From an optimization exercise on the open Yosys and OpenROAD flow, aimed at small area; shortcuts taken in it are not production practice.
The RTL was checked by simulation tests, not by an equivalence proof against the original design.
Power and IR drop assume default switching activity. The flow treats the clock pin as an ideal source, which a real chip does not have.

### design/flow/standard.sh
#!/bin/bash
# synth_recipe.tcl (not shown) runs the flow's synth.tcl, then flattens the netlist and writes it again
# the make line also repeats each setting of config.mk as NAME=value (left out here)
make -C /OpenROAD-flow-scripts/flow DESIGN_CONFIG=/design/flow/config.mk WORK_HOME=/design/flow/orfs CLKGATE_MAP_FILE= SYNTH_SCRIPT=/design/flow/synth_recipe.tcl "${@:-finish}"
### design/flow/config.mk
export PLATFORM = sky130hd
export DESIGN_NAME = sorted_priority_queue_top
export DESIGN_NICKNAME = sorted_priority_queue_top
export VERILOG_FILES = /design/flow/design.v
export SDC_FILE = /design/flow/constraint.sdc
export NUM_CORES = 4
export LEC_CHECK = 0
export CAP_MARGIN = 20
export CORE_MARGIN = 2
export CORE_UTILIZATION = 60
export PLACE_DENSITY = 0.7
export SETUP_SLACK_MARGIN = 0.1
export SLEW_MARGIN = 20
### design/flow/design.v
`timescale 1ns / 1ps
package spq_pkg;
	localparam int DEPTH_DEFAULT = 16;
	localparam int ID_W = 6;
	localparam int PRI_W = 4;
	localparam int PAY_W = 32;
	localparam int FUNC_W = 2;
	localparam int OCC_W = 5;
	localparam logic [FUNC_W-1:0] FUNC_PUSH = 2'd0;
	localparam logic [FUNC_W-1:0] FUNC_POP = 2'd1;
	localparam logic [FUNC_W-1:0] FUNC_CLEAR = 2'd2;
	typedef enum logic {
		ST_IDLE,
		ST_HOLD
	} ctl_state_t;
	typedef struct packed {
		logic push;
		logic pop;
		logic clear;
		logic load;
	} ctl_cmd_t;
	typedef struct packed {
		logic full;
		logic empty;
	} dp_status_t;
endpackage
`timescale 1ns / 1ps
module spq_ctrl
(
	input  logic              clk,
	input  logic              arst_n,
	input  logic              req_valid,
	output logic              req_stall,
	output logic              rsp_valid,
	input  logic              rsp_stall,
	input  logic [spq_pkg::FUNC_W-1:0] func,
	input  spq_pkg::dp_status_t        status,
	output spq_pkg::ctl_cmd_t          cmd
);
	spq_pkg::ctl_state_t state_q;
	spq_pkg::ctl_state_t state_d;
	logic       accept;
	always_ff @(posedge clk or negedge arst_n) begin
		if (!arst_n) begin
			state_q <= spq_pkg::ST_IDLE;
		end else begin
			state_q <= state_d;
		end
	end
	always_comb begin
		req_stall = (state_q == spq_pkg::ST_HOLD) && rsp_stall;
		rsp_valid = (state_q == spq_pkg::ST_HOLD);
		accept = req_valid && !req_stall;
		cmd.load = accept;
		cmd.push = accept && (func == spq_pkg::FUNC_PUSH) && !status.full;
		cmd.pop = accept && (func == spq_pkg::FUNC_POP) && !status.empty;
		cmd.clear = accept && (func == spq_pkg::FUNC_CLEAR);
		state_d = state_q;
		case (state_q)
			spq_pkg::ST_IDLE: begin
				if (accept) begin
					state_d = spq_pkg::ST_HOLD;
				end
			end
			spq_pkg::ST_HOLD: begin
				if (!rsp_stall && !accept) begin
					state_d = spq_pkg::ST_IDLE;
				end
			end
			default: begin
				state_d = spq_pkg::ST_IDLE;
			end
		endcase
	end
endmodule
`timescale 1ns / 1ps
module spq_dp
#(
	parameter int DEPTH = spq_pkg::DEPTH_DEFAULT
) (
	input  logic             clk,
	input  logic             arst_n,
	input  spq_pkg::ctl_cmd_t         cmd,
	input  logic             rsp_valid,
	input  logic [spq_pkg::ID_W-1:0]  requester_id,
	input  logic [spq_pkg::PRI_W-1:0] priority_req,
	input  logic [spq_pkg::PAY_W-1:0] payload,
	output spq_pkg::dp_status_t       status,
	output logic             accepted,
	output logic [spq_pkg::ID_W-1:0]  popped_id,
	output logic [spq_pkg::PRI_W-1:0] popped_priority,
	output logic [spq_pkg::PAY_W-1:0] popped_payload,
	output logic [spq_pkg::OCC_W-1:0] occupancy,
	output logic [spq_pkg::ID_W-1:0]  head_id,
	output logic [spq_pkg::ID_W-1:0]  tail_id,
	output logic             is_empty
);
	localparam int CNT_W = $clog2(DEPTH + 1);
	localparam int SL_W = $clog2(DEPTH);
	logic [spq_pkg::ID_W-1:0]  id_q  [DEPTH];
	logic [spq_pkg::PAY_W-1:0] pay_q [DEPTH];
	logic [spq_pkg::PRI_W-1:0] pri_q [DEPTH];
	logic [SL_W-1:0]  slot_q [DEPTH];
	logic [CNT_W-1:0] count_q;
	logic [spq_pkg::ID_W-1:0] tail_q;
	logic             acc_q;
	logic             pop_q;
	logic [DEPTH-1:0] vld;
	logic [DEPTH-1:0] ge;
	logic             lt_any;
	logic [DEPTH-1:0] sel_new;
	logic [DEPTH-1:0] sel_head;
	logic [DEPTH-1:0] sel_pop;
	logic             empty;
	assign empty = (count_q == '0);
	logic renumber;
	assign renumber = empty && !cmd.push && !rsp_valid;
	function automatic logic pri_ge(input logic [spq_pkg::PRI_W-1:0] a,
			input logic [spq_pkg::PRI_W-1:0] b);
		logic r;
		r = 1'b1;
		for (int i = 0; i < spq_pkg::PRI_W; i++) begin
			r = (a[i] & !b[i]) | ((a[i] | !b[i]) & r);
		end
		pri_ge = r;
	endfunction
	always_comb begin
		lt_any = 1'b0;
		for (int r = 0; r < DEPTH; r++) begin
			vld[r] = (count_q > CNT_W'(r));
			ge[r] = vld[r] && pri_ge(pri_q[r], priority_req);
			lt_any = lt_any | (vld[r] && !ge[r]);
		end
		for (int s = 0; s < DEPTH; s++) begin
			sel_new[s] = (slot_q[DEPTH-1] == SL_W'(s));
			sel_head[s] = !empty && (slot_q[0] == SL_W'(s));
			sel_pop[s] = pop_q && sel_new[s];
		end
	end
	for (genvar r = 0; r < DEPTH; r++) begin : g_pos
		localparam int PREV = (r == 0) ? 0 : r - 1;
		localparam int NEXT = (r == DEPTH - 1) ? 0 : r + 1;
		logic take_new;
		logic c_new, c_prev, c_next, c_hold;
		assign take_new = (r == 0) ? 1'b1 : ge[PREV];
		assign c_new = cmd.push && !ge[r] && take_new;
		assign c_prev = cmd.push && !ge[r] && !take_new;
		assign c_next = cmd.pop;
		assign c_hold = !cmd.pop && !(cmd.push && !ge[r]);
		always_ff @(posedge clk) begin
			pri_q[r] <= ({spq_pkg::PRI_W{c_hold}} & pri_q[r])
				| ({spq_pkg::PRI_W{c_new}} & priority_req)
				| ({spq_pkg::PRI_W{c_prev}} & pri_q[PREV])
				| ({spq_pkg::PRI_W{c_next}} & pri_q[NEXT]);
		end
		always_ff @(posedge clk) begin
			slot_q[r] <= ({SL_W{c_hold && !renumber}} & slot_q[r])
				| ({SL_W{renumber}} & SL_W'(r))
				| ({SL_W{c_new}} & slot_q[DEPTH-1])
				| ({SL_W{c_prev}} & slot_q[PREV])
				| ({SL_W{c_next}} & slot_q[NEXT]);
		end
	end
	for (genvar s = 0; s < DEPTH; s++) begin : g_slot
		logic we;
		assign we = cmd.push && sel_new[s];
		always_ff @(posedge clk) begin
			id_q[s] <= ({spq_pkg::ID_W{!we}} & id_q[s]) | ({spq_pkg::ID_W{we}} & requester_id);
			pay_q[s] <= ({spq_pkg::PAY_W{!we}} & pay_q[s]) | ({spq_pkg::PAY_W{we}} & payload);
		end
	end
	assign status.full = (count_q == CNT_W'(DEPTH));
	assign status.empty = empty;
	always_ff @(posedge clk or negedge arst_n) begin
		if (!arst_n) begin
			count_q <= '0;
		end else if (cmd.clear) begin
			count_q <= '0;
		end else if (cmd.push) begin
			count_q <= count_q + CNT_W'(1);
		end else if (cmd.pop) begin
			count_q <= count_q - CNT_W'(1);
		end
	end
	always_ff @(posedge clk) begin
		if (cmd.push && !lt_any) begin
			tail_q <= requester_id;
		end
	end
	always_ff @(posedge clk) begin
		if (cmd.load) begin
			acc_q <= cmd.push | cmd.pop | cmd.clear;
			pop_q <= cmd.pop;
		end
	end
	always_comb begin
		popped_id = '0;
		popped_payload = '0;
		head_id = '0;
		for (int s = 0; s < DEPTH; s++) begin
			popped_id = popped_id | ({spq_pkg::ID_W{sel_pop[s]}} & id_q[s]);
			popped_payload = popped_payload | ({spq_pkg::PAY_W{sel_pop[s]}} & pay_q[s]);
			head_id = head_id | ({spq_pkg::ID_W{sel_head[s]}} & id_q[s]);
		end
	end
	assign popped_priority = pop_q ? pri_q[DEPTH-1] : '0;
	assign accepted = acc_q;
	assign occupancy = spq_pkg::OCC_W'(count_q);
	assign is_empty = empty;
	assign tail_id = empty ? '0 : tail_q;
endmodule
`timescale 1ns / 1ps
module sorted_priority_queue_top
#(
	parameter int DEPTH = spq_pkg::DEPTH_DEFAULT
) (
	input  logic              clk,
	input  logic              arst_n,
	input  logic              req_valid,
	output logic              req_stall,
	input  logic [spq_pkg::FUNC_W-1:0] func,
	input  logic [spq_pkg::ID_W-1:0]   requester_id,
	input  logic [spq_pkg::PRI_W-1:0]  priority_req,
	input  logic [spq_pkg::PAY_W-1:0]  payload,
	output logic              rsp_valid,
	input  logic              rsp_stall,
	output logic              accepted,
	output logic [spq_pkg::ID_W-1:0]   popped_id,
	output logic [spq_pkg::PRI_W-1:0]  popped_priority,
	output logic [spq_pkg::PAY_W-1:0]  popped_payload,
	output logic [spq_pkg::OCC_W-1:0]  occupancy,
	output logic [spq_pkg::ID_W-1:0]   head_id,
	output logic [spq_pkg::ID_W-1:0]   tail_id,
	output logic              is_empty
);
	spq_pkg::ctl_cmd_t   cmd;
	spq_pkg::dp_status_t status;
	spq_ctrl u_ctrl (
		.clk       (clk),
		.arst_n    (arst_n),
		.req_valid (req_valid),
		.req_stall (req_stall),
		.rsp_valid (rsp_valid),
		.rsp_stall (rsp_stall),
		.func      (func),
		.status    (status),
		.cmd       (cmd)
	);
	spq_dp #(
		.DEPTH (DEPTH)
	) u_dp (
		.clk             (clk),
		.arst_n          (arst_n),
		.cmd             (cmd),
		.rsp_valid       (rsp_valid),
		.requester_id    (requester_id),
		.priority_req    (priority_req),
		.payload         (payload),
		.status          (status),
		.accepted        (accepted),
		.popped_id       (popped_id),
		.popped_priority (popped_priority),
		.popped_payload  (popped_payload),
		.occupancy       (occupancy),
		.head_id         (head_id),
		.tail_id         (tail_id),
		.is_empty        (is_empty)
	);
endmodule
### design/flow/flow/run.sh
#!/bin/bash
# The standard ORFS flow (the standard.sh) with three changes, all to how
# the layout is built, none to the design or its constraints:
#  - clock tree synthesis inserts no dummy loads,
#  - port buffers are the smallest buffer cell (buf_1) instead of a delay cell,
#  - larger clock sink clusters.
# Each make step writes its own log under orfs/logs; the whole make output is
# kept in flow_make.log.
set -uo pipefail
bash standard.sh finish \
	'CTS_ARGS=-sink_clustering_enable -repair_clock_nets -dont_use_dummy_load -sink_clustering_size 24 -sink_clustering_max_diameter 100' \
	'BUFFER_PORTS_ARGS=-buffer_cell sky130_fd_sc_hd__buf_1' \
	> flow_make.log 2>&1
### design/flow/constraint.sdc
create_clock -name core_clock -period 4.0 [get_ports {clk}]
set_input_delay 0.8000 -clock core_clock [delete_from_list [all_inputs] [get_ports {clk}]]
set_output_delay 0.8000 -clock core_clock [all_outputs]
set_load 0.01 [all_outputs]
==> summary.md, run 1 <==
| Metric | Value |
|---|---|
| Number of global-route vias before repair | 21000 |
| # IOs | 111 |
| First-pass GRT wire length | between 100 and 150 mm |
| Final Cell Area | 34100 um^2 |
| DRC viols | 0 |
| Max cap viols | 0 |
| Clock power share | 19.8% |
| Worst-skew pair later-pin latency | 0.60 ns |
| Pre-CTS setup slack | 0.237 ns |
| Post-synth top cells | edfxtp_1 (616), a221oi_1 (166), a22o_1 (157) |
| Clock-pin slew on the worst setup and hold paths | 0.10 ns |
| Std cell rows | 83 |
| Worst r2r src | u_dp.count_q[0] |
| Top post-synthesis cells by area | edfxtp_1 (60%), dfxtp_1 (8.3%), a221oi_1 (4.7%) |
| Psw | 6.89 mW |
| Worst EP arrival | 3.07 ns |
| Setup violations, final | 0 |
| First-pass DRT Iterations | 6 |
| Slowest CP cell | nand2_1 |
| Htree depth | 2 |
| Relative slew margins | between 30% and 40% |
| Reg2Reg Capture Point | u_dp.tail_q[0] |
| Drt wl/cell | about 30 um |
| Cell Chain, Critical Path | inv_1 > nand2_1 > buf_4 > nor2_4 > buf_4 > a22o_1 > a221oi_1 > nand4_1 > buf_1 |
| Mapped Nets | 2244 |
| Synth Flop Type | edfxtp_1 |
| Post-route ant nets | 0 |
| Power density over the cells | 586 nW/um^2 |
| Setup CP Type | reg2out |
| Post-place instance area | 32900 um^2 |
| Initial Util | roughly 60% |
| Synth warn | 6 |
| P&R area growth vs syn | 10.5% |
| Crit start category | flip-flop |
| Core box area | 51100 um^2 |
| Number of synthesized flops with an enable pin | 616 |
| PnR worst setup slack | 0.129 ns |
| R2R depth | 8 |
| Fin crit period | approximately 3.9 ns |
| Die area | about 53000 um^2 |
| Logic pwr share | 29.9% |
| Fin crit share | 96.8% |
| Grt total ovfl | 0 |
| R2R Setup Slk | 0.58 ns |
| Root Buffer | clkbuf_16 |
| Sequential share of power | between 50% and 60% |
| Critical Path Max Stage Delay | a little under 0.4 ns |
| CTS max path bufs | 3 |
| CTS Sinks | 750 |
| Most frequent cell after synthesis | edfxtp_1 |
| CTS Buf Count | 37 |
| Synth area leader | edfxtp_1 |
| Die width | 231 um |
| Switch share | 34.5% |
| Largest net degree at the start of global routing | between 40 and 50 |
| First DRT Iteration DRCs | roughly 2500 |
| Gr usage total | 33.7% |
| Ratio of cells with drive above 1 in the final layout | 11.6% |
| Synth Area per Inst | approximately 14 um^2 |
| Post-placement cell count | a little under 3000 |
| Post-detail-place hpwl | 53.9 mm |
| Clock Skews | 0.0516 ns |
| Max Slew Vio Count | 0 |
| Worst-Margin Slew | slightly above 0.9 ns |
| Required time of the critical path | 3.20 ns |
| Antenna cells | 0 |
| Number of library cell types mapped by synthesis | 82 |
| CP Capture Type | output pin |
| Filler cells | 3680 |
| Synth top area share | 60.0% |
| Mapped cell area | 30800 um^2 |
| Max Fanout on Critical Path | 27 |
| Register area | 21200 um^2 |
| Peak VDD IR | 0.000535 V |
| Cell Int Power | 13.1 mW |
| Initial antenna violation count | 3 |
| Hold Crit Class | in2async |
| Gpl congestion | 0.948 |
| Top cell by count, worst path | buf_4 |
| Vias per cell | 7.19 |
| Vias | between 20000 and 25000 |
| Synth Instances | ~2200 |
| Post-synth ARST share | less than 1% |
| Fin cells | around 3000 |
| PortBufs | 110 |
| Die height | 231 um |
| Fmax | roughly 0.26 GHz |
| Final hold violations | 0 |
| Register bit total from synthesis | 750 |
| CTS Hold Buffers Added | 0 |
| Pleak | 10.8 nW |
| Area taken by multi-input logic gates | approximately 9000 um^2 |
| CTS tree | yes |
| Register area share after synthesis | about 69% |
| RSZ-0062 raised after global routing | true |
| WHS | 0.120 ns |
| Status | timing/DRC/antenna clean |
| Total wire length | roughly 90 mm |
| Final Net Count | 2367 |
## worst max-delay path: cells and delay by family, from the launching register on
family	cells	cell delay (ns)
AND/OR/NAND/NOR	3	0.75
buffers and inverters	4	0.90
flip-flops	1	0.34
AO/OA/AOI/OAI	2	0.52
## placed cells by master, fill, tap and decap left out, drive strengths merged, types with 23 or more instances in the layout
cell	synthesis	layout
nor3	23	23
a22o	157	157
a221o	41	41
edfxtp	616	616
a22oi	37	37
nor2	131	133
buf	43	245
o21ai	109	109
dfxtp	128	128
mux2i	65	65
nand2b	30	30
nand2	62	62
nand3	40	40
nand4	39	39
a21oi	103	103
and2	24	24
clkbuf	120	37
a221oi	166	166
## how the worst max path moves through the flow
stage                                   from  cells past startpoint            endpoint  slack (ns)
final                     u_dp.slot_q[15][3]                      9  popped_payload[29]        0.13
after global routing      u_dp.slot_q[15][3]                      9  popped_payload[29]        0.08
after detailed placement     priority_req[0]                      9      u_dp.tail_q[1]        0.24
after global placement       priority_req[0]                      9      u_dp.tail_q[0]        0.34
after CTS                 u_dp.slot_q[15][1]                      8  popped_payload[29]        0.11
after floorplan              u_dp.count_q[0]                     10           flip-flop       -0.41
## power by group through the flow
stage | logic [mW] | clock network [mW] | registers (mW)
4_1_cts | 5.85 | 3.99 | 10.0
3_3_place_gp | 5.69 | 0 | 10.2
5_1_grt | 6.40 | 4.20 | 10.1
6_report | 5.97 | 3.95 | 10.1
3_5_place_dp | 5.77 | 0 | 10.2
2_1_floorplan | 3.83 | 0 | 9.77
## through the flow
step	utilization, %	setup TNS, ns	power (mW)
final	66.7	0	20.0
after global routing	66.7	0	20.7
after CTS	66.5	0	19.9
after detailed placement	64.4	0	16.0
after global placement	64.4	0	15.9
after floorplan	-	-232.82	13.6
## area by class of cell
type                       instances  area share (%)
sequential                       750            62.2
multi-input combinational       1256            27.0
timing repair buffer             245            5.25
clock buffer                      37            2.72
tap                              680            2.50
inverter                          24           0.286
## metal layers
| metal | vias to the layer above | share of wire [%] | GRT usage, % | wire length, um |
|---|---|---|---|---|
| met5 | - | 0.049 | 0 | 44 |
| met2 | 1334 | 48 | 55.1 | 43300 |
| met4 | 6 | 4.3 | 14.2 | 3870 |
| met3 | 253 | 9.1 | 5.08 | 8180 |
| li1 | 9136 | - | - | - |
| met1 | 10800 | 39 | 45.6 | 34800 |
## what timing repair did
action,in CTS,in global routing
gates resized for setup,4,6
endpoints found under the setup margin,38,34
setup buffers,9,7
cloned,1,1
pin swaps,2,3
## cell families (layout without fill, tap and decap cells)
group	Yosys count	after routing	synth area share, %
flops	750	750	68.8
compound gates	745	745	18.6
simple gates	404	406	6.54
buf+inv	187	306	2.41
mux	82	82	2.88
fa+ha+maj	20	20	0.722
xor+xnor	3	3	0.0852
==> run 2, diff against run 1 <==
--- a/design/flow/design.v
+++ b/design/flow/design.v
@@ -82,6 +82,7 @@
 	input  logic             arst_n,
 	input  spq_pkg::ctl_cmd_t         cmd,
 	input  logic             rsp_valid,
+	input  logic             req_stall,
 	input  logic [spq_pkg::ID_W-1:0]  requester_id,
 	input  logic [spq_pkg::PRI_W-1:0] priority_req,
 	input  logic [spq_pkg::PAY_W-1:0] payload,
@@ -161,9 +162,11 @@
 				| ({SL_W{c_next}} & slot_q[NEXT]);
 		end
 	end
+	logic write_free;
+	assign write_free = !status.full && !(pop_q && req_stall);
 	for (genvar s = 0; s < DEPTH; s++) begin : g_slot
 		logic we;
-		assign we = cmd.push && sel_new[s];
+		assign we = write_free && sel_new[s];
 		always_ff @(posedge clk) begin
 			id_q[s] <= ({spq_pkg::ID_W{!we}} & id_q[s]) | ({spq_pkg::ID_W{we}} & requester_id);
 			pay_q[s] <= ({spq_pkg::PAY_W{!we}} & pay_q[s]) | ({spq_pkg::PAY_W{we}} & payload);
@@ -253,6 +256,7 @@
 		.arst_n          (arst_n),
 		.cmd             (cmd),
 		.rsp_valid       (rsp_valid),
+		.req_stall       (req_stall),
 		.requester_id    (requester_id),
 		.priority_req    (priority_req),
 		.payload         (payload),
--- a/design/flow/flow/run.sh
+++ b/design/flow/flow/run.sh
@@ -8,6 +8,6 @@
 # kept in flow_make.log.
 set -uo pipefail
 bash standard.sh finish \
-	'CTS_ARGS=-sink_clustering_enable -repair_clock_nets -dont_use_dummy_load -sink_clustering_size 24 -sink_clustering_max_diameter 100' \
+	'CTS_ARGS=-sink_clustering_enable -repair_clock_nets -dont_use_dummy_load -sink_clustering_size 16 -sink_clustering_max_diameter 70 -sink_clustering_buffer sky130_fd_sc_hd__clkbuf_8' \
 	'BUFFER_PORTS_ARGS=-buffer_cell sky130_fd_sc_hd__buf_1' \
 	> flow_make.log 2>&1
==> run 2 against run 1 <==
  * Combinational power rose by 15%
  * Register-to-register slack improved by 0.20 ns
  * Worst setup slack got worse by 0.0053 ns
  * First-iteration DRC count fell by 2.9%
  * Final cell count rose by 0.33%
  * Largest power group unchanged
  * Total power rose by 8.6%
  * Hold slack got worse by 0.0057 ns
  * Die area rose by 0.14%
==> summary.md, run 2 <==
| Metric | Value |
|---|---|
| Status | timing/DRC/antenna clean |
| Number of global-route vias before repair | around 21000 |
| Worst-Margin Slew | 0.967 ns |
| R2R Setup Slk | 0.78 ns |
| Commonest cells after routing, fill and taps aside | edfxtp_1 (616), a221oi_1 (168), a22o_1 (158), dfxtp_1 (126), buf_1 (110) |
| Mapped cell area | 30900 um^2 |
| Clock-pin slew on the worst setup and hold paths | 0.09 ns |
| # IOs | 111 |
| First DRT Iteration DRCs | 2413 |
| Power density over the cells | 640 nW/um^2 |
| Setup violations, final | 0 |
| Vias per cell | 7.13 |
| Register bit total from synthesis | 750 |
| Logic pwr share | 31.7% |
| Root Buffer | clkbuf_16 |
| Crit start category | flip-flop |
| Post-synth ARST share | less than 1% |
| Filler cells | 3727 |
| Gr busiest metal | met2 |
| Setup CP Type | reg2out |
| Fmax | 0.258 GHz |
| Ratio of cells with drive above 1 in the final layout | 12.0% |
| PortBufs | 110 |
| Grt total ovfl | 0 |
| Worst r2r src | u_dp.count_q[0] |
| Area taken by multi-input logic gates | 9210 um^2 |
| Register area share after synthesis | 68.7% |
| Synth Flop Type | edfxtp_1 |
| Pleak | 11.0 nW |
| Max Fanout on Critical Path | 19 |
| Switch share | 36.0% |
| Fin crit period | 3.88 ns |
| Hold Crit Class | in2async |
| GRT met1 Usage | between 40% and 50% |
| Fin Setup TNS | 0 ns |
| Top cell by count, worst path | buf_4 |
| Post-route ant nets | 0 |
| Synth Instances | 2188 |
| CTS Sinks | 750 |
| CTS Hold Buffers Added | 0 |
| Die width | ~230 um |
| Number of library cell types mapped by synthesis | 86 |
| CTS Buf Count | 55 |
| Final Net Count | 2377 |
| Final Util | 66.3% |
| Worst EP arrival | 3.08 ns |
| Largest net degree at the start of global routing | between 90 and 100 |
| Drt wl/cell | 30.1 um |
| Slowest CP cell | edfxtp_1 |
| Register area | 21200 um^2 |
| Initial antenna violation count | 3 |
| Max Slew Vio Count | 0 |
| Max cap viols | 0 |
| Synth area leader | edfxtp_1 |
| Sequential share of power | 51.4% |
| Synth Area per Inst | 14.1 um^2 |
| Vias | 21400 |
| CTS tree | yes |
| Core box area | 51100 um^2 |
| Crit path from | u_dp.pop_q |
| Worst-skew pair later-pin latency | ~0.60 ns |
| Gpl congestion | 1.01 |
| Synth top area share | approximately three fifths |
| Number of synthesized flops with an enable pin | roughly 600 |
| Gr usage total | 33.7% |
| Final hold violations | 0 |
| Mapped Nets | 2241 |
| Top post-synthesis cells by area | edfxtp_1 (60%), dfxtp_1 (8.3%), a221oi_1 (4.8%) |
| Critical Path Max Stage Delay | approximately 0.58 ns |
| Clock Skews | around 0.076 ns |
| Met3 usage | ~6.6% |
| CP Capture Type | output pin |
| Peak VDD IR | 0.000435 V |
| Std cell rows | between 80 and 90 |
| First-pass DRT Iterations | 5 |
| R2R depth | 10 |
| Clock power share | 16.8% |
| Crit path to | popped_payload[20] |
| Cell Int Power | 13.9 mW |
| Fin crit share | 96.9% |
| Fin cells | 3002 |
| Post-detail-place hpwl | 53.7 mm |
| Overall Power | about 22 mW |
| RSZ-0062 raised after global routing | true |
| Most common cell after layout, fill and taps aside | edfxtp_1 |
| Synth warn | 6 |
| Cell Chain, Critical Path | buf_4 > nand3b_1 > buf_4 > nor2_4 > buf_4 > a22o_1 > a221oi_1 > nand4_1 > buf_1 |
| Required time of the critical path | approximately 3.2 ns |
| Post-synth top cells | edfxtp_1 (616), a221oi_1 (169), a22o_1 (158) |
| Htree depth | 2 |
| Post-placement cell count | 2928 |
| Die height | 231 um |
| CTS max path bufs | 3 |
| Total wire length | 90.3 mm |
| Reg2Reg Capture Point | u_dp.tail_q[2] |
| Initial Util | 60.4% |
| Die area | around 53000 um^2 |
| Antenna cells | 0 |
| DRC viols | 0 |
| Relative slew margins | 35.5% |
| Psw | 7.82 mW |
| GR met2 Demand/Resource | 54.4% |
| Most frequent cell after synthesis | edfxtp_1 |
| P&R area growth vs syn | 9.72% |
| First-pass GRT wire length | around 130 mm |
[run 2: how the worst min path moves through the flow]
stage                         end  cells past startpoint                from
2_1_floorplan   u_dp.slot_q[5][3]                      2   u_dp.slot_q[6][3]
3_3_place_gp   u_dp.slot_q[12][1]                      2  u_dp.slot_q[13][1]
3_5_place_dp    u_dp.slot_q[7][3]                      2   u_dp.slot_q[8][3]
4_1_cts           u_dp.count_q[1]                      1              arst_n
5_1_grt           u_dp.count_q[2]                      1              arst_n
6_report          u_dp.count_q[2]                      1              arst_n
[run 2: layout make-up]
cell class | instances | area share (%)
multi-input cells | 1252 | 27.2
flip-flops and latches | 750 | 62.6
repair buffers | 235 | 4.95
well taps | 680 | 2.51
clock buffers | 55 | 2.40
inverters | 30 | 0.362
[run 2: metrics by stage]
step | setup WS (ns) | hold WS, ns | area [um^2]
after floorplan | 0.336 | 0.446 | 30900
after global placement | 0.474 | 0.492 | 32800
after detailed placement | 0.493 | 0.495 | 32800
after CTS | 0.0316 | 0.103 | 33800
after global routing | 0.0582 | 0.125 | 33900
final | 0.123 | 0.114 | 33900
[run 2: metal layers]
metal / routed length, um / part of all wire [%]
met1: 34400 / 38
met2: 43300 / 48
met5: 34 / 0.038
met4: 4320 / 4.8
met3: 8180 / 9.1
[run 2: logic make-up after synthesis]
| kind of cell | after synthesis | synth area share, % |
|---|---|---|
| flip-flops | 750 | 68.7 |
| AO/OA/AOI/OAI | 731 | 18.2 |
| AND/OR/NAND/NOR | 401 | 6.56 |
| buffers and inverters | 187 | 2.49 |
| multiplexers | 85 | 2.93 |
| adder cells (fa/ha/maj) | 31 | 1.09 |
| XOR/XNOR | 3 | 0.0851 |
[run 2: what timing repair did]
item	4_1_cts	5_1_grt
setup endpoints to repair	41	25
resized for setup	4	12
gates cloned	1	0
buffers inserted	14	4
pin swaps	4	2
[run 2: power by group through the flow]
stage | logic, mW | registers (mW) | clock network (mW)
after global routing | 7.34 | 11.3 | 3.94
after detailed placement | 6.64 | 11.3 | 0
after global placement | 6.56 | 11.2 | 0
after CTS | 6.73 | 11.1 | 3.70
final | 6.89 | 11.2 | 3.66
after floorplan | 4.14 | 10.8 | 0
[run 2: critical path: cells and delay by family (launching register included)]
family | cells | cell delay [ns]
flip-flops | 1 | 0.58
buffers and inverters | 4 | 0.84
AND/OR/NAND/NOR | 3 | 0.49
AO/OA/AOI/OAI | 2 | 0.59
==> run 3, diff against run 2 <==
--- a/design/flow/flow/run.sh
+++ b/design/flow/flow/run.sh
@@ -8,6 +8,6 @@
 # kept in flow_make.log.
 set -uo pipefail
 bash standard.sh finish \
-	'CTS_ARGS=-sink_clustering_enable -repair_clock_nets -dont_use_dummy_load -sink_clustering_size 16 -sink_clustering_max_diameter 70 -sink_clustering_buffer sky130_fd_sc_hd__clkbuf_8' \
+	'CTS_ARGS=-sink_clustering_enable -repair_clock_nets -dont_use_dummy_load -sink_clustering_size 30 -sink_clustering_max_diameter 100' \
 	'BUFFER_PORTS_ARGS=-buffer_cell sky130_fd_sc_hd__buf_1' \
 	> flow_make.log 2>&1
--- a/design/flow/config.mk
+++ b/design/flow/config.mk
@@ -8,6 +8,6 @@
 export CAP_MARGIN = 20
 export CORE_MARGIN = 2
 export CORE_UTILIZATION = 60
-export PLACE_DENSITY = 0.7
+export PLACE_DENSITY = 0.86
 export SETUP_SLACK_MARGIN = 0.1
 export SLEW_MARGIN = 20
==> run 3 against run 2 <==
  * Die area stayed put
  * Final cell count down 0.47%
  * Total power is essentially flat
  * Sequential share of layout area up 0.064 points
  * Routed wire length shrank 0.74%
  * Via count grew 4.7%
  * Critical path depth stayed put
  * Design area is essentially flat
  * Worst setup slack lost 0.018 ns
  * Hold slack worse by 0.067 ns
  * Global-route usage decreased by 0.61 points
  * Utilization hardly changed
  * Highest routed layer is now met4
==> summary.md, run 3 <==
| Metric | Value |
|---|---|
| Status | timing/DRC/antenna clean |
| Power density over the cells | 641 nW/um^2 |
| Peak VDD IR | 0.000571 V |
| Setup violations, final | 0 |
| Critical Path Max Stage Delay | about 0.42 ns |
| Slowest CP cell | dfxtp_4 |
| Hold Crit Class | in2async |
| Commonest cells after routing, fill and taps aside | edfxtp_1 (616), a221oi_1 (169), a22o_1 (158), dfxtp_1 (124), buf_1 (110) |
| Max Fanout on Critical Path | 38 |
| Most common cell after layout, fill and taps aside | edfxtp_1 |
| Synth Instances | 2188 |
| First-pass DRT Iterations | 7 |
| Max cap viols | 0 |
| P&R area growth vs syn | 9.65% |
| Root Buffer | clkbuf_16 |
| Initial Util | 60.4% |
| Post-synth ARST share | 0.800% |
| Register bit total from synthesis | 750 |
| Drt wl/cell | roughly 30 um |
| Mapped cell area | just over 30000 um^2 |
| Worst-Margin Slew | 1.20 ns |
| Worst EP arrival | about 3.1 ns |
| DRC viols | 0 |
| Total wire length | 89.6 mm |
| Largest net degree at the start of global routing | 44 |
| CP Capture Type | output pin |
| Fin Setup TNS | 0 ns |
| Die area | 53300 um^2 |
| Worst-skew pair later-pin latency | 0.66 ns |
| Required time of the critical path | 3.20 ns |
| Fmax | 0.257 GHz |
| Fin crit period | between 3 and 4 ns |
| CTS max path bufs | 3 |
| Final hold violations | 0 |
| Core box area | 51100 um^2 |
| Fin crit share | 97.4% |
| Post-route ant nets | 0 |
| Register area share after synthesis | 68.7% |
| Most frequent cell after synthesis | edfxtp_1 |
| Top post-synthesis cells by area | edfxtp_1 (60%), dfxtp_1 (8.3%), a221oi_1 (4.8%) |
| Final Util | 66.3% |
| Clock Skews | 0.104 ns |
| Number of synthesized flops with an enable pin | 616 |
| Synth top area share | about 60% |
| Initial antenna violation count | 3 |
| PortBufs | 110 |
| Number of library cell types mapped by synthesis | 86 |
| Max Slew Vio Count | 0 |
| Grt total ovfl | 0 |
| Htree depth | 1 |
| WHS | approximately 0.047 ns |
| Fin cells | 2988 |
| First DRT Iteration DRCs | 4003 |
| Vias per cell | between 7 and 8 |
| Final Net Count | 2358 |
| Gr usage total | 33.1% |
| Ratio of cells with drive above 1 in the final layout | 11.2% |
| Gpl congestion | between 0.9 and 1 |
| # IOs | approximately 110 |
| Synth Area per Inst | 14.1 um^2 |
| Post-detail-place hpwl | 52.3 mm |
| Setup CP Type | reg2out |
| Std cell rows | just over 80 |
| Pleak | ~11 nW |
| Crit start category | flip-flop |
| Die height | ~230 um |
| Number of global-route vias before repair | 21500 |
| Post-synth top cells | edfxtp_1 (616), a221oi_1 (169), a22o_1 (158) |
| Post-placement cell count | 2929 |
| Cell Chain, Critical Path | clkinvlp_4 > nand2_2 > buf_4 > nor2_4 > buf_12 > a22o_1 > a221oi_1 > nand4_1 > buf_1 |
| First-pass GRT wire length | 133 mm |
| Synth area leader | edfxtp_1 |
| Synth warn | 6 |
| Die width | 231 um |
| Vias | 22400 |
| CTS Sinks | 750 |
| Mapped Nets | around 2200 |
| RSZ-0062 raised after global routing | false |
| CTS tree | yes |
| CTS Buf Count | 31 |
| Relative slew margins | 20.1% |
| Clock-pin slew on the worst setup and hold paths | 0.12 ns |
| Synth Flop Type | edfxtp_1 |
-- run 3: changes by cell type in the layout (fill, tap and decap cells not counted), moves of 2 or more --
cell | before | now
clkbuf_8 | 50 | 0
clkbuf_16 | 5 | 31
buf_4 | 99 | 104
diode_2 | 0 | 5
dfxtp_4 | 0 | 3
buf_12 | 26 | 24
dfrtp_1 | 4 | 6
dfrtp_2 | 2 | 0
dfxtp_1 | 126 | 124
-- run 3: layer usage --
| layer | wire (um) | track usage, % | vias up |
|---|---|---|---|
| met3 | 11800 | 6.71 | 418 |
| met1 | 30700 | 43.0 | 10900 |
| met5 | 0 | 0 | - |
| met4 | 5100 | 16.3 | 0 |
| met2 | 42000 | 53.5 | 1956 |
| li1 | - | - | 9105 |
-- run 3: final cells by class --
class                   count  area (um^2)
diodes                      5         12.5
clock buffers              31          776
repair buffers            239         1690
inverters                  30          120
multi-input cells        1253         9200
well taps                 680          851
fillers                  3398        17200
flip-flops and latches    750        21200
-- run 3: repair_timing --
action / CTS / global route
hold buffers: 0 / 0
setup buffers: 17 / 4
gates resized for setup: 16 / 3
endpoints found under the setup margin: 41 / 26
gates cloned: 2 / 0
pin swaps: 7 / 2
-- run 3: power breakdown --
| group | leakage, nW | switching, mW | internal, mW |
|---|---|---|---|
| clock network | 0.382 | 2.20 | 1.38 |
| logic | 3.90 | 4.48 | 2.44 |
| registers | 6.72 | 1.11 | 10.1 |
-- run 3: worst max-delay path: cells and delay by family, from the launching register on --
kind	cells	cell delay [ns]
buffers and inverters	4	0.82
and+or+nand+nor	3	0.58
AOI/OAI and AO/OA	2	0.58
DFF	1	0.42
-- run 3: final timing paths --
check / startpoint / end / slack [ns] / depth (start not counted)
min: arst_n / u_ctrl.state_q / 0.05 / 1
max: u_dp.slot_q[15][1] / popped_payload[19] / 0.11 / 9
min in group core_clock: req_valid / u_ctrl.state_q / 0.41 / 2
max reg2reg: u_dp.count_q[1] / flip-flop / 0.55 / 7
min reg2reg: u_dp.pri_q[0][0] / u_dp.pri_q[0][0] / 0.52 / 2
max in group asynchronous: arst_n / u_dp.count_q[1] / 3.72 / 1
-- run 3: kinds of logic (layout without fill, tap and decap cells) --
group | count (synthesis) | in the layout | synth area share (%)
xor gates and xnor gates | 3 | 3 | 0.0851
DFF | 750 | 750 | 68.7
AOI/OAI and AO/OA | 731 | 731 | 18.2
muxes | 85 | 85 | 2.93
buffers and inverters | 187 | 300 | 2.49
and+or+nand+nor | 401 | 403 | 6.56
adders and majority gates | 31 | 31 | 1.09
other | 0 | 5 | 0
-- run 3: per-stage QoR --
| stage | area [um^2] | setup WS [ns] | power (mW) |
|---|---|---|---|
| floorplan | 30900 | 0.336 | 15.0 |
| global placement | 32800 | 0.355 | 17.6 |
| detailed placement | 32800 | 0.266 | 17.9 |
| CTS | 33800 | 0.0572 | 21.4 |
| global route | 33900 | 0.104 | 22.4 |
| finish | 33900 | 0.105 | 21.7 |
==> run 4, diff against run 3 <==
--- a/design/flow/config.mk
+++ b/design/flow/config.mk
@@ -8,6 +8,6 @@
 export CAP_MARGIN = 20
 export CORE_MARGIN = 2
 export CORE_UTILIZATION = 60
-export PLACE_DENSITY = 0.86
+export PLACE_DENSITY = 0.7
 export SETUP_SLACK_MARGIN = 0.1
 export SLEW_MARGIN = 20
==> run 4 against run 3 <==
  * Still clean
  * Critical path depth did not move
  * Die area did not move
  * Worst setup slack improved by 0.034 ns
  * Global-route usage rose by 0.28 points
  * Via count fell by 4.8%
  * Final cell count fell by 0.17%
  * Synthesized cell count did not move
  * Critical path type unchanged
  * Critical endpoint is now popped_payload[20]
==> summary.md, run 4 <==
| Metric | Value |
|---|---|
| Number of library cell types mapped by synthesis | 86 |
| Synth Area per Inst | 14.1 um^2 |
| First-pass GRT wire length | 132 mm |
| Std cell rows | 83 |
| Max Slew Vio Count | 0 |
| Post-detail-place hpwl | 53.7 mm |
| Mapped Nets | 2241 |
| Worst r2r src | u_dp.count_q[0] |
| Final Util | 66.3% |
| Critical Path Max Stage Delay | 0.61 ns |
| Mapped cell area | 30900 um^2 |
| Initial Util | between 60% and 70% |
| Pleak | 11.0 nW |
| Final Net Count | 2358 |
| Clock power share | 16.2% |
| Register bit total from synthesis | 750 |
| RSZ-0062 raised after global routing | false |
| Die width | 231 um |
| Worst EP arrival | 3.06 ns |
| Core box area | between 50000 and 60000 um^2 |
| Max Fanout on Critical Path | 19 |
| CP Capture Type | output pin |
| Logic pwr share | between 30% and 40% |
| Ratio of cells with drive above 1 in the final layout | 11.4% |
| Peak VDD IR | 0.000476 V |
| Root Buffer | clkbuf_16 |
| Synth area leader | edfxtp_1 |
| Most frequent cell after synthesis | edfxtp_1 |
| Final Cell Area | 33900 um^2 |
| Top delay family on crit path | buffers and inverters |
| Fin crit period | around 3.9 ns |
| Antenna cells | 0 |
| Switch share | 35.8% |
| Post-synth ARST share | 0.800% |
| Synth warn | 6 |
| Crit path from | u_dp.pop_q |
| Clock-pin slew on the worst setup and hold paths | 0.12 ns |
| First-pass DRT Iterations | 6 |
| Number of global-route vias before repair | 20600 |
| Number of synthesized flops with an enable pin | 616 |
| Largest net degree at the start of global routing | 95 |
| DRC viols | 0 |
| Synth top area share | 59.9% |
| Critical path buffer and inverter count | 4 |
| CTS Buf Count | 29 |
| First DRT Iteration DRCs | around 2400 |
| Cell Chain, Critical Path | buf_4 > nand3b_1 > buf_4 > nor2_4 > buf_6 > a22o_1 > a221oi_1 > nand4_1 > buf_1 |
| Drt wl/cell | ~30 um |
| Setup CP Type | reg2out |
| Fin crit share | 96.5% |
| Fin Setup TNS | 0 ns |
| Psw | approximately 7.7 mW |
| Gpl congestion | slightly above 1 |
| Relative slew margins | 35.4% |
| Die height | 231 um |
| Max cap viols | 0 |
| Most common cell after layout, fill and taps aside | edfxtp_1 |
| Fmax | around 0.26 GHz |
| Top cell by count, worst path | buf_4 |
| Clock Skews | 0.0411 ns |
| Commonest cells after routing, fill and taps aside | edfxtp_1 (616), a221oi_1 (167), a22o_1 (158), dfxtp_1 (125), buf_1 (109) |
| Top post-synthesis cells by area | edfxtp_1 (60%), dfxtp_1 (8.3%), a221oi_1 (4.8%) |
| Worst-skew pair later-pin latency | 0.64 ns |
| Register area share after synthesis | approximately 70% |
| Post-route ant nets | 0 |
| Post-synth top cells | edfxtp_1 (616), a221oi_1 (169), a22o_1 (158) |
| CTS tree | yes |
| Grt total ovfl | 0 |
| Worst-Margin Slew | 0.969 ns |
| Synth Flop Type | edfxtp_1 |
| Die area | 53300 um^2 |
| Filler cells | 3722 |
| Status | timing/DRC/antenna clean |
| Initial antenna violation count | 3 |
| # IOs | 111 |
| Overall Power | 21.6 mW |
| Synth Instances | 2188 |
| Final hold violations | 0 |
| Htree depth | 1 |
| Vias per cell | around 7 |
| Post-place instance area | 32800 um^2 |
| R2R Setup Slk | roughly 0.66 ns |
| Cell Int Power | ~14 mW |
| Setup violations, final | 0 |
| Crit start category | flip-flop |
| PortBufs | between 100 and 150 |
| P&R area growth vs syn | 9.69% |
| Slowest CP cell | edfxtp_1 |
| Required time of the critical path | ~3.2 ns |
| CTS Sinks | 750 |
| Vias | 21300 |
| Total wire length | between 80 and 90 mm |
| Sequential share of power | 51.7% |
| Power density over the cells | approximately 640 nW/um^2 |
| Gr usage total | 33.4% |
| Hold Crit Class | in2async |
| CTS max path bufs | 3 |
==> run 4: what timing repair did <==
| item | 4_1_cts | 5_1_grt |
|---|---|---|
| pin swaps | 6 | 3 |
| gates cloned | 1 | 0 |
| hold buffers | 0 | 0 |
| gates resized for setup | 10 | 15 |
| endpoints found under the setup margin | 42 | 16 |
| buffers inserted | 17 | 8 |
==> run 4: power by group through the flow <==
stage                     registers, mW  logic (mW)  clock network [mW]
final                              11.2        6.92                3.51
after global routing               11.3        7.37                3.76
after CTS                          11.1        6.75                3.52
after detailed placement           11.3        6.64                   0
after global placement             11.2        6.56                   0
after floorplan                    10.8        4.14                   0
==> run 4: worst paths after layout <==
kind,endpoint,depth (start not counted)
worst max register to register,u_dp.slot_q[5][0],13
worst max-delay path,popped_payload[20],9
worst min register to register,u_dp.pri_q[4][0],2
min in group core_clock,u_ctrl.state_q,2
worst min-delay path,u_dp.count_q[4],1
max in group asynchronous,u_dp.count_q[3],1
==> run 4: logic make-up (layout without fill, tap and decap cells) <==
kind of cell             Yosys count  in the layout  synth area share [%]
adder cells (fa/ha/maj)           31             31                  1.09
AO/OA/AOI/OAI                    731            731                  18.2
AND/OR/NAND/NOR                  401            402                  6.56
multiplexers                      85             85                  2.93
XOR/XNOR                           3              3                0.0851
buffers and inverters            187            301                  2.49
flip-flops                       750            750                  68.7
==> run 4: final cells by class <==
class	count	area (um^2)	share of cell area [%]
clock buffer	29	726	2.14
inverter	30	126	0.373
multi-input combinational	1252	9220	27.2
sequential	750	21200	62.6
tap	680	851	2.51
timing repair buffer	242	1740	5.13
==> run 4: metrics by stage <==
stage               hold slack (ns)  worst slack [ns]  std cells
finish                       0.0365             0.140       2983
global route                 0.0635             0.109       2983
CTS                          0.0468            0.0902       2975
detailed placement            0.495             0.493       2928
global placement              0.492             0.474       2928
floorplan                     0.446             0.336       2188
==> run 4: worst register-to-register path: cells and delay by family (launching register included) <==
family	cells	cell delay [ns]
buffers and inverters	6	1.08
AO/OA/AOI/OAI	3	0.86
flip-flops	1	0.55
AND/OR/NAND/NOR	3	0.48
adder cells (fa/ha/maj)	1	0.27
==> run 4: metal layers <==
| layer | global-route usage, % | part of all wire, % | up-vias |
|---|---|---|---|
| met5 | 0 | 0.041 | - |
| met4 | 14.8 | 4.4 | 6 |
| met3 | 5.55 | 9.5 | 233 |
| met2 | 54.4 | 48 | 1232 |
| met1 | 44.4 | 38 | 10800 |
| li1 | - | - | 9101 |
==> run 5, diff against run 4 <==
--- a/design/flow/config.mk
+++ b/design/flow/config.mk
@@ -7,7 +7,7 @@
 export LEC_CHECK = 0
 export CAP_MARGIN = 20
 export CORE_MARGIN = 2
-export CORE_UTILIZATION = 60
-export PLACE_DENSITY = 0.7
+export CORE_UTILIZATION = 68
+export PLACE_DENSITY = 0.82
 export SETUP_SLACK_MARGIN = 0.1
 export SLEW_MARGIN = 20
==> run 5 against run 4 <==
  * Combinational power rose by 0.6%
  * Non-clock buffer count rose by 1
  * Clock-buffer cell count did not move
  * Highest routed layer unchanged
  * Design area fell by 0.44%
  * Total power fell by 0.26%
==> summary.md, run 5 <==
| Metric | Value |
|---|---|
| R2R Setup Slk | 0.44 ns |
| Synth Instances | 2188 |
| CTS Buf Count | 29 |
| Crit path from | u_dp.slot_q[15][2] |
| Clock-pin slew on the worst setup and hold paths | 0.11 ns |
| Post-synth ARST share | 0.800% |
| Power density over the cells | 639 nW/um^2 |
| Max Fanout on Critical Path | 16 |
| Synth Flop Type | edfxtp_1 |
| Register area share after synthesis | 68.7% |
| Hold Crit Class | in2async |
| Die width | 217 um |
| Reg2Reg Capture Point | u_dp.slot_q[13][2] |
| Fmax | 0.260 GHz |
| Gr usage total | a little under two fifths |
| Ratio of cells with drive above 1 in the final layout | ~11% |
| P&R area growth vs syn | 9.21% |
| Max cap viols | 0 |
| Crit path to | popped_payload[28] |
| Post-route ant nets | 0 |
| Post-place instance area | 32600 um^2 |
| Fin crit period | 3.85 ns |
| Pre-CTS setup slack | 0.358 ns |
| Synth area leader | edfxtp_1 |
| Final Net Count | 2361 |
| Max Slew Vio Count | 0 |
| Root Buffer | clkbuf_16 |
| Most frequent cell after synthesis | edfxtp_1 |
| Synth Area per Inst | 14.1 um^2 |
| Core box area | approximately 45000 um^2 |
| Fin Setup TNS | 0 ns |
| DRC viols | 0 |
| Die area | about 47000 um^2 |
| Post-synth top cells | edfxtp_1 (616), a221oi_1 (169), a22o_1 (158) |
| Final Util | 74.8% |
| Relative slew margins | between 30 and 40% |
| RSZ-0062 raised after global routing | true |
| PnR worst setup slack | 0.153 ns |
| Largest net degree at the start of global routing | 44 |
| CP Capture Type | output pin |
| Setup CP Type | reg2out |
| Top post-synthesis cells by area | edfxtp_1 (60%), dfxtp_1 (8.3%), a221oi_1 (4.8%) |
| Number of library cell types mapped by synthesis | 86 |
| Mapped Nets | 2241 |
| Register bit total from synthesis | 750 |
| Htree depth | 1 |
| Gpl congestion | 0.923 |
| Number of global-route vias before repair | 21400 |
| Final Cell Area | between 30000 and 40000 um^2 |
| Status | timing/DRC/antenna clean |
| Worst EP arrival | 3.05 ns |
| First-pass DRT Iterations | 8 |
| Required time of the critical path | between 3 and 4 ns |
| Fin crit share | 96.2% |
| First-pass GRT wire length | 130 mm |
| CTS max path bufs | 3 |
| Number of synthesized flops with an enable pin | between 600 and 700 |
| Most common cell after layout, fill and taps aside | edfxtp_1 |
| Die height | around 220 um |
| CTS tree | yes |
| Overall Power | 21.5 mW |
| CTS Sinks | 750 |
| Peak VDD IR | 0.000603 V |
| Worst-skew pair later-pin latency | roughly 0.64 ns |
| Synth warn | 6 |
| Drt wl/cell | 30.6 um |
| Commonest cells after routing, fill and taps aside | edfxtp_1 (616), a221oi_1 (169), a22o_1 (158), dfxtp_1 (128), buf_1 (110) |
| Setup violations, final | 0 |
| Grt total ovfl | 0 |
| Vias per cell | 7.58 |
| Antenna cells | 0 |
| Crit start category | flip-flop |
| Initial Util | between 60% and 70% |
| Vias | 22000 |
| Worst-Margin Slew | ~1.0 ns |
| Pleak | 11.0 nW |
| Initial antenna violation count | 1 |
| Clock Skews | 0.0606 ns |
| Total wire length | 88.8 mm |
| Synth top area share | 59.9% |
| Std cell rows | 78 |
| Mapped cell area | 30900 um^2 |
| # IOs | 111 |
| PortBufs | 110 |
| R2R depth | 12 |
| Post-detail-place hpwl | 51.6 mm |
| First DRT Iteration DRCs | 3353 |
| Worst r2r src | u_dp.count_q[1] |
| Final hold violations | 0 |
==> run 5: cell counts after synthesis <==
No cell type changed its count.
==> run 5: stage by stage <==
stage                     hold WS (ns)  instances
after CTS                       0.0699       2890
after global placement           0.481       2837
final                           0.0821       2906
after floorplan                  0.446       2188
after global routing            0.0987       2906
after detailed placement         0.490       2837
==> run 5: worst min-delay path by stage <==
stage,startpoint,endpoint,slack [ns],depth (start not counted)
finish,arst_n,u_dp.count_q[4],0.08,1
floorplan,u_dp.slot_q[6][3],u_dp.slot_q[5][3],0.45,2
detailed placement,u_dp.slot_q[14][0],u_dp.slot_q[14][0],0.49,2
global placement,u_dp.pri_q[0][3],u_dp.pri_q[0][3],0.48,2
CTS,arst_n,u_ctrl.state_q,0.07,1
global route,arst_n,u_dp.count_q[4],0.1,1
==> run 5: routing by layer <==
layer  vias to the layer above  global-route usage [%]  wire (um)
met5                         -                       0         12
met4                         2                    19.5       5280
met3                       415                    7.53      10300
met2                      1741                    61.0      42600
met1                     10800                    47.0      30700
li1                       9092                       -          -
==> run 5: power by group <==
part	internal [mW]	switching (mW)	leakage [nW]
registers	10.1	1.05	6.71
clock network	1.30	2.15	0.357
logic	2.47	4.49	3.92
total	13.8	7.69	11.0
==> run 5: cells by family (layout without fill, tap and decap cells) <==
group	after synthesis	in the layout	synth area share, %
flops	750	750	68.7
compound gates	731	731	18.2
simple gates	401	404	6.56
buf+inv	187	302	2.49
mux	85	85	2.93
fa+ha+maj	31	31	1.09
xor+xnor	3	3	0.0851
==> run 5: area by class of cell <==
cell class / count / area (um^2)
inverter: 30 / 119
tap: 600 / 751
sequential: 750 / 21200
clock buffer: 29 / 726
multi-input combinational: 1254 / 9190
timing repair buffer: 243 / 1730
fill: 2680 / 11400
==> run 5: critical path: stages (launching register included) <==
cell,delay (ns)
dfxtp_1,0.39
buf_4,0.25
nand3_2,0.22
buf_4,0.25
nor2_4,0.30
buf_4,0.35
a22o_1,0.18
a221oi_1,0.05
nand4_1,0.15
buf_1,0.29
==> run 5: what timing repair did <==
| item | CTS | global route |
|---|---|---|
| endpoints found under the setup margin | 42 | 22 |
| setup buffers | 21 | 16 |
| gates cloned | 3 | 0 |
| pin swaps | 9 | 2 |
| gates resized for setup | 6 | 5 |
| hold buffers | 0 | 0 |
==> run 6, diff against run 5 <==
--- a/design/flow/config.mk
+++ b/design/flow/config.mk
@@ -7,7 +7,7 @@
 export LEC_CHECK = 0
 export CAP_MARGIN = 20
 export CORE_MARGIN = 2
-export CORE_UTILIZATION = 68
-export PLACE_DENSITY = 0.82
+export CORE_UTILIZATION = 55
+export PLACE_DENSITY = 0.8
 export SETUP_SLACK_MARGIN = 0.1
 export SLEW_MARGIN = 20
==> run 6 against run 5 <==
  * Still clean
  * Critical path depth stayed put
  * Hold slack got worse by 0.059 ns
  * Total power rose by 0.85%
  * Combinational power barely moved
  * Sequential power barely moved
  * Non-clock buffer count grew 13
  * Critical endpoint unchanged
==> summary.md, run 6 <==
| Metric | Value |
|---|---|
| Status | timing/DRC/antenna clean |
| Vias | 21900 |
| Die height | 241 um |
| Max cap viols | 0 |
| Mapped cell area | about 31000 um^2 |
| CP Capture Type | output pin |
| Post-placement cell count | ~3000 |
| Post-synth top cells | edfxtp_1 (616), a221oi_1 (169), a22o_1 (158) |
| CTS max path bufs | 3 |
| Synth warn | 6 |
| Ratio of cells with drive above 1 in the final layout | 12.0% |
| Drt wl/cell | roughly 29 um |
| Crit start category | flip-flop |
| Slowest CP cell | dfxtp_4 |
| Final hold violations | 0 |
| Total wire length | 89.8 mm |
| PortBufs | 110 |
| Post-route ant nets | 0 |
| Power density over the cells | 637 nW/um^2 |
| # IOs | roughly 110 |
| Core box area | 55300 um^2 |
| Number of synthesized flops with an enable pin | about 620 |
| CTS tree | yes |
| Pleak | approximately 11 nW |
| Initial Util | a little under three fifths |
| Std cell rows | 86 |
| CTS Sinks | 750 |
| Root Buffer | clkbuf_16 |
| Number of library cell types mapped by synthesis | 86 |
| Vias per cell | 7.12 |
| Most frequent cell after synthesis | edfxtp_1 |
| RSZ-0062 raised after global routing | false |
| First-pass GRT wire length | 132 mm |
| Fin crit period | 3.86 ns |
| DRC viols | 0 |
| Worst EP arrival | 3.06 ns |
| Register bit total from synthesis | 750 |
| First DRT Iteration DRCs | 3137 |
| Overall Power | 21.7 mW |
| Post-detail-place hpwl | 52.6 mm |
| Number of global-route vias before repair | ~21000 |
| Htree depth | 1 |
| Initial antenna violation count | 5 |
| Fin Setup TNS | 0 ns |
| Fin cells | 3071 |
| Hold Crit Class | in2async |
| Post-synth ARST share | 0.800% |
| Relative slew margins | 26.7% |
| Mapped Nets | 2241 |
| P&R area growth vs syn | 10.4% |
| Clock-pin slew on the worst setup and hold paths | 0.12 ns |
| Setup violations, final | 0 |
| Max Slew Vio Count | 0 |
| Critical Path Max Stage Delay | approximately 0.45 ns |
| Fmax | about 0.26 GHz |
| WHS | between 0.02 and 0.025 ns |
| CTS Buf Count | 31 |
| Register area share after synthesis | slightly below 70% |
| Final Net Count | approximately 2400 |
| Clock Skews | 0.0912 ns |
| Commonest cells after routing, fill and taps aside | edfxtp_1 (616), a221oi_1 (169), a22o_1 (158), dfxtp_1 (124), buf_4 (121) |
| Largest net degree at the start of global routing | 44 |
| Synth top area share | 59.9% |
| Synth Area per Inst | 14.1 um^2 |
| Die width | 241 um |
| Grt total ovfl | 0 |
| Synth Instances | 2188 |
| Fin crit share | 96.6% |
| Setup CP Type | reg2out |
| Worst-skew pair later-pin latency | between 0.6 and 0.7 ns |
| Max Fanout on Critical Path | 29 |
| First-pass DRT Iterations | 6 |
| Synth Flop Type | edfxtp_1 |
| Die area | 58100 um^2 |
| Gpl congestion | around 0.94 |
| Final Util | 61.6% |
| Worst-Margin Slew | 1.10 ns |
| Peak VDD IR | 0.000519 V |
| Synth area leader | edfxtp_1 |
| Cell Chain, Critical Path | clkinvlp_4 > nand2_4 > buf_4 > nor2_4 > buf_12 > a22o_1 > a221oi_1 > nand4_1 > buf_1 |
| Required time of the critical path | 3.20 ns |
| Most common cell after layout, fill and taps aside | edfxtp_1 |
| Top post-synthesis cells by area | edfxtp_1 (60%), dfxtp_1 (8.3%), a221oi_1 (4.8%) |
| Gr usage total | 30.5% |
-- run 6: cell types whose count changed in the layout (fill, tap and decap cells not counted), sizes merged --
cell	delta
buf	+13
nor2	+1
diode	+1
clkbuf	+2
-- run 6: area by class of cell --
type | count | area (um^2)
fillers | 3976 | 21200
flip-flops and latches | 750 | 21200
multi-input cells | 1255 | 9230
repair buffers | 256 | 1810
well taps | 748 | 936
clock buffers | 31 | 776
inverters | 30 | 120
diodes | 1 | 2.50
-- run 6: through the flow --
step | setup slack (ns) | instance area, um^2
finish | 0.135 | 34100
global placement | 0.281 | 32900
floorplan | 0.336 | 30900
detailed placement | 0.268 | 32900
global route | 0.0964 | 34100
CTS | 0.110 | 33900
-- run 6: power by group --
group	internal (mW)	total [mW]	leakage, nW	switching [mW]
clock	1.38	3.60	0.382	2.22
combinational	2.48	6.97	3.99	4.49
sequential	10.1	11.2	6.72	1.07
total	13.9	21.7	11.1	7.78
-- run 6: logic make-up (layout without fill, tap and decap cells) --
group	after synthesis	in the layout	synth area share, %
buffers and inverters	187	317	2.49
other	0	1	0
AOI/OAI and AO/OA	731	731	18.2
xor gates and xnor gates	3	3	0.0851
and+or+nand+nor	401	405	6.56
adders and majority gates	31	31	1.09
DFF	750	750	68.7
muxes	85	85	2.93
-- run 6: critical path, delay by kind of cell, from the launching register on --
kind / cells / cell delay (ns)
buf+inv: 4 / 0.82
compound gates: 2 / 0.61
simple gates: 3 / 0.53
flops: 1 / 0.45
-- run 6: metal layers --
metal  GRT usage [%]  vias to the layer above  wire length [um]
met2            50.2                     1560             43000
met4            12.2                        6              3950
met5               0                        -                38
met1            40.2                    10900             32400
li1                -                     9138                 -
met3            5.86                      286             10500
-- run 6: final timing paths --
check | slack [ns] | cells past startpoint | endpoint | startpoint
worst max-delay path | 0.14 | 9 | popped_payload[28] | u_dp.slot_q[15][0]
worst max register to register | 0.80 | 7 | flip-flop | u_dp.count_q[1]
max in group asynchronous | 3.67 | 1 | u_dp.count_q[1] | arst_n
worst min register to register | 0.45 | 2 | u_dp.slot_q[1][1] | u_dp.slot_q[2][1]
worst min-delay path | 0.02 | 1 | u_dp.count_q[2] | arst_n
min in group core_clock | 0.45 | 2 | u_ctrl.state_q | req_valid
-- run 6: repair_timing --
action                                  in CTS  in global routing
hold buffers                                 0                  0
endpoints found under the setup margin      38                 35
gates resized for setup                     13                 11
pin swaps                                    9                  5
gates cloned                                 4                  0
setup buffers                               17                 14
==> run 7, diff against run 6 <==
--- a/design/flow/config.mk
+++ b/design/flow/config.mk
@@ -7,7 +7,7 @@
 export LEC_CHECK = 0
 export CAP_MARGIN = 20
 export CORE_MARGIN = 2
-export CORE_UTILIZATION = 55
+export CORE_UTILIZATION = 60
 export PLACE_DENSITY = 0.8
 export SETUP_SLACK_MARGIN = 0.1
 export SLEW_MARGIN = 20
==> run 7 against run 6 <==
  * Clock-buffer cell count down 1
  * Flip-flop and latch count unchanged
  * Maximum frequency up 0.12%
  * Critical endpoint is now popped_payload[26]
  * Largest cell class unchanged
  * Largest power group unchanged
  * Highest routed layer unchanged
==> summary.md, run 7 <==
| Metric | Value |
|---|---|
| Top post-synthesis cells by area | edfxtp_1 (60%), dfxtp_1 (8.3%), a221oi_1 (4.8%) |
| Worst-Margin Slew | about 1 ns |
| # IOs | ~110 |
| Pleak | about 11 nW |
| Critical path buffer and inverter count | 4 |
| Fin cells | around 3000 |
| Mapped Nets | 2241 |
| Grt total ovfl | 0 |
| Status | timing/DRC/antenna clean |
| Setup CP Type | reg2out |
| Vias per cell | 7.32 |
| CTS Hold Buffers Added | 0 |
| Worst-skew pair later-pin latency | about 0.67 ns |
| Fin crit share | 96.5% |
| Fmax | between 0.2 and 0.3 GHz |
| Synth Instances | around 2200 |
| Post-placement cell count | 2931 |
| Post-synth ARST share | 0.800% |
| Mapped cell area | 30900 um^2 |
| Number of global-route vias before repair | about 21000 |
| Instance count on the critical path | 9 |
| Hold Crit Class | in2async |
| Peak VDD IR | 0.000460 V |
| Max Slew Vio Count | 0 |
| Clock-pin slew on the worst setup and hold paths | 0.10 ns |
| Crit start category | flip-flop |
| P&R area growth vs syn | 9.52% |
| Post-synth top cells | edfxtp_1 (616), a221oi_1 (169), a22o_1 (158) |
| Root Buffer | clkbuf_16 |
| Final Net Count | about 2400 |
| DRC viols | 0 |
| Overall Power | between 20 and 25 mW |
| Register area | between 20000 and 25000 um^2 |
| Power density over the cells | approximately 640 nW/um^2 |
| RSZ-0062 raised after global routing | false |
| Slowest CP cell | dfxtp_1 |
| Ratio of cells with drive above 1 in the final layout | a little over a tenth |
| First DRT Iteration DRCs | 3503 |
| Critical Path Max Stage Delay | 0.35 ns |
| CTS max path bufs | 3 |
| Gr usage total | 32.7% |
| CP Capture Type | output pin |
| Post-detail-place hpwl | about 51 mm |
| Top delay family on crit path | buffers and inverters |
| WHS | 0.120 ns |
| Total wire length | 89.0 mm |
| R2R Setup Slk | approximately 0.8 ns |
| Most common cell after layout, fill and taps aside | edfxtp_1 |
| Register area share after synthesis | between 60 and 70% |
| CTS tree | yes |
| Vias | 21800 |
| Largest net degree at the start of global routing | 44 |
| Core box area | 51100 um^2 |
| First-pass GRT wire length | 131 mm |
| Relative slew margins | 33.9% |
| Max cap viols | 0 |
| Clock Skews | roughly 0.13 ns |
| Fin Setup TNS | 0 ns |
| Filler cells | roughly 3600 |
| Synth area leader | edfxtp_1 |
| Die height | between 200 and 250 um |
| First-pass DRT Iterations | 7 |
| PortBufs | between 100 and 150 |
| Area taken by multi-input logic gates | 9190 um^2 |
| Initial antenna violation count | 3 |
| Commonest cells after routing, fill and taps aside | edfxtp_1 (616), a221oi_1 (169), a22o_1 (158), dfxtp_1 (127), buf_1 (110) |
| Synth warn | 6 |
| Die area | roughly 53000 um^2 |
| Fin crit period | 3.86 ns |
| Synth Flop Type | edfxtp_1 |
| Required time of the critical path | approximately 3.2 ns |
| Cell Chain, Critical Path | inv_1 > nand2_1 > buf_4 > nor2_4 > buf_12 > a22o_1 > a221oi_1 > nand4_1 > buf_1 |
| Drt wl/cell | between 20 and 30 um |
| CTS Buf Count | 30 |
| Initial Util | a little over 60% |
| Final hold violations | 0 |
| Most frequent cell after synthesis | edfxtp_1 |
| Htree depth | 1 |
| CTS Sinks | 750 |
| Number of synthesized flops with an enable pin | 616 |
| R2R depth | 7 |
| Number of library cell types mapped by synthesis | 86 |
| Register bit total from synthesis | 750 |
| Max Fanout on Critical Path | 22 |
| Std cell rows | 83 |
| Worst r2r src | u_dp.count_q[0] |
| Setup violations, final | 0 |
| Post-route ant nets | 0 |
| Worst EP arrival | 3.06 ns |
| Synth Area per Inst | around 14 um^2 |
| Die width | 231 um |
| Gpl congestion | 0.966 |
| Synth top area share | 59.9% |
## run 7: cell counts after synthesis
No cell type changed its count.
## run 7: cell type report
cell class	instances	area share, %
diodes	1	0.00740
well taps	680	2.52
clock buffers	30	2.22
inverters	30	0.340
flip-flops and latches	750	62.7
repair buffers	238	5.02
multi-input cells	1254	27.2
## run 7: metrics by stage
stage	utilization (%)	instance area (um^2)	worst slack, ns
CTS	66.0	33700	0.117
global placement	64.3	32900	0.429
finish	66.2	33800	0.140
detailed placement	64.3	32900	0.332
floorplan	-	30900	0.336
global route	66.2	33800	0.0914
## run 7: kinds of logic (layout without fill, tap and decap cells)
kind of cell / count (synthesis) / in the layout / synth area share, %
AO/OA/AOI/OAI: 731 / 731 / 18.2
XOR/XNOR: 3 / 3 / 0.0851
adder cells (fa/ha/maj): 31 / 31 / 1.09
buffers and inverters: 187 / 298 / 2.49
flip-flops: 750 / 750 / 68.7
multiplexers: 85 / 85 / 2.93
other: 0 / 1 / 0
AND/OR/NAND/NOR: 401 / 404 / 6.56
## run 7: where the power goes
part           total [mW]  internal (mW)  switching (mW)
clock                3.52           1.34            2.18
sequential           11.1           10.1            1.06
combinational        6.90           2.42            4.48
total                21.6           13.8            7.71
## run 7: routing by layer
layer	GRT usage, %	up-vias	wire [um]
met1	44.0	10800	32600
met3	6.15	298	10400
li1	-	9093	-
met5	0	-	44
met4	14.1	6	3800
met2	52.5	1671	42200
## run 7: worst max path at each step
stage                            start                  to  slack (ns)
global placement       priority_req[0]      u_dp.tail_q[0]        0.43
floorplan              u_dp.count_q[0]           flip-flop        0.34
finish              u_dp.slot_q[15][1]  popped_payload[26]        0.14
global route        u_dp.slot_q[15][1]  popped_payload[26]        0.09
detailed placement     priority_req[0]      u_dp.tail_q[0]        0.33
CTS                         u_dp.pop_q  popped_payload[31]        0.12
## run 7: timing repair
action	in CTS	in global routing
setup buffers	11	7
gates resized for setup	3	3
setup endpoints to repair	37	26
pin swaps	4	0
gates cloned	3	0
## run 7: worst reg2reg max path, cell delays in order, from the launching register on
cell and delay (ns):
dfrtp_1 0.45, inv_1 0.10, ha_1 0.27, nor4bb_4 0.19
a21oi_1 0.57, nand3b_1 0.48, nor2_4 0.25, buf_4 0.55

[afterwards: timing with drivers on the ports]
How much do the figures lean on ideal ports? The routed layouts below were timed once more, with nothing changed but the port constraints.
Step 1 (the two cells are an assumption about what drives the block):
set clk [get_ports {clk}]
set_driving_cell -lib_cell sky130_fd_sc_hd__clkbuf_16 $clk
set_driving_cell -lib_cell sky130_fd_sc_hd__buf_2 [delete_from_list [all_inputs] $clk]
Step 2 moves the port delays by t, midway between the first and last clock arrival at a register: inputs arrive t later, outputs are due t later. That takes back most of the time a late clock gives input paths.
a / b / c = ideal / step 1 / step 2; a / b = the first two.
| run | t (ns) | setup WS [ns] | hold WS [ns] | worst setup path at the end | worst slew at a driven data input, ns |
|---|---|---|---|---|---|
| run 1 | 0.631 | 0.129 / 0.069 / 0.189 | 0.120 / 0.085 / 0.510 | input to register | 0.09 |
| run 2 | 0.625 | 0.123 / 0.061 / 0.479 | 0.114 / 0.079 / 0.510 | input to register | 0.09 |
| run 3 | 0.669 | 0.105 / 0.047 / 0.353 | 0.047 / 0.015 / 0.517 | input to register | 0.17 |
| run 4 | 0.680 | 0.140 / 0.080 / 0.504 | 0.037 / 0.005 / 0.515 | input to register | 0.09 |
| run 5 | 0.668 | 0.153 / 0.093 / 0.443 | 0.082 / 0.043 / 0.512 | register to register | 0.08 |
| run 6 | 0.679 | 0.135 / 0.074 / 0.211 | 0.023 / -0.015 / 0.450 | input to register | 0.12 |
| run 7 | 0.661 | 0.140 / 0.079 / 0.381 | 0.120 / 0.083 / 0.499 | input to register | 0.10 |
After both steps every run listed still meets setup and hold.
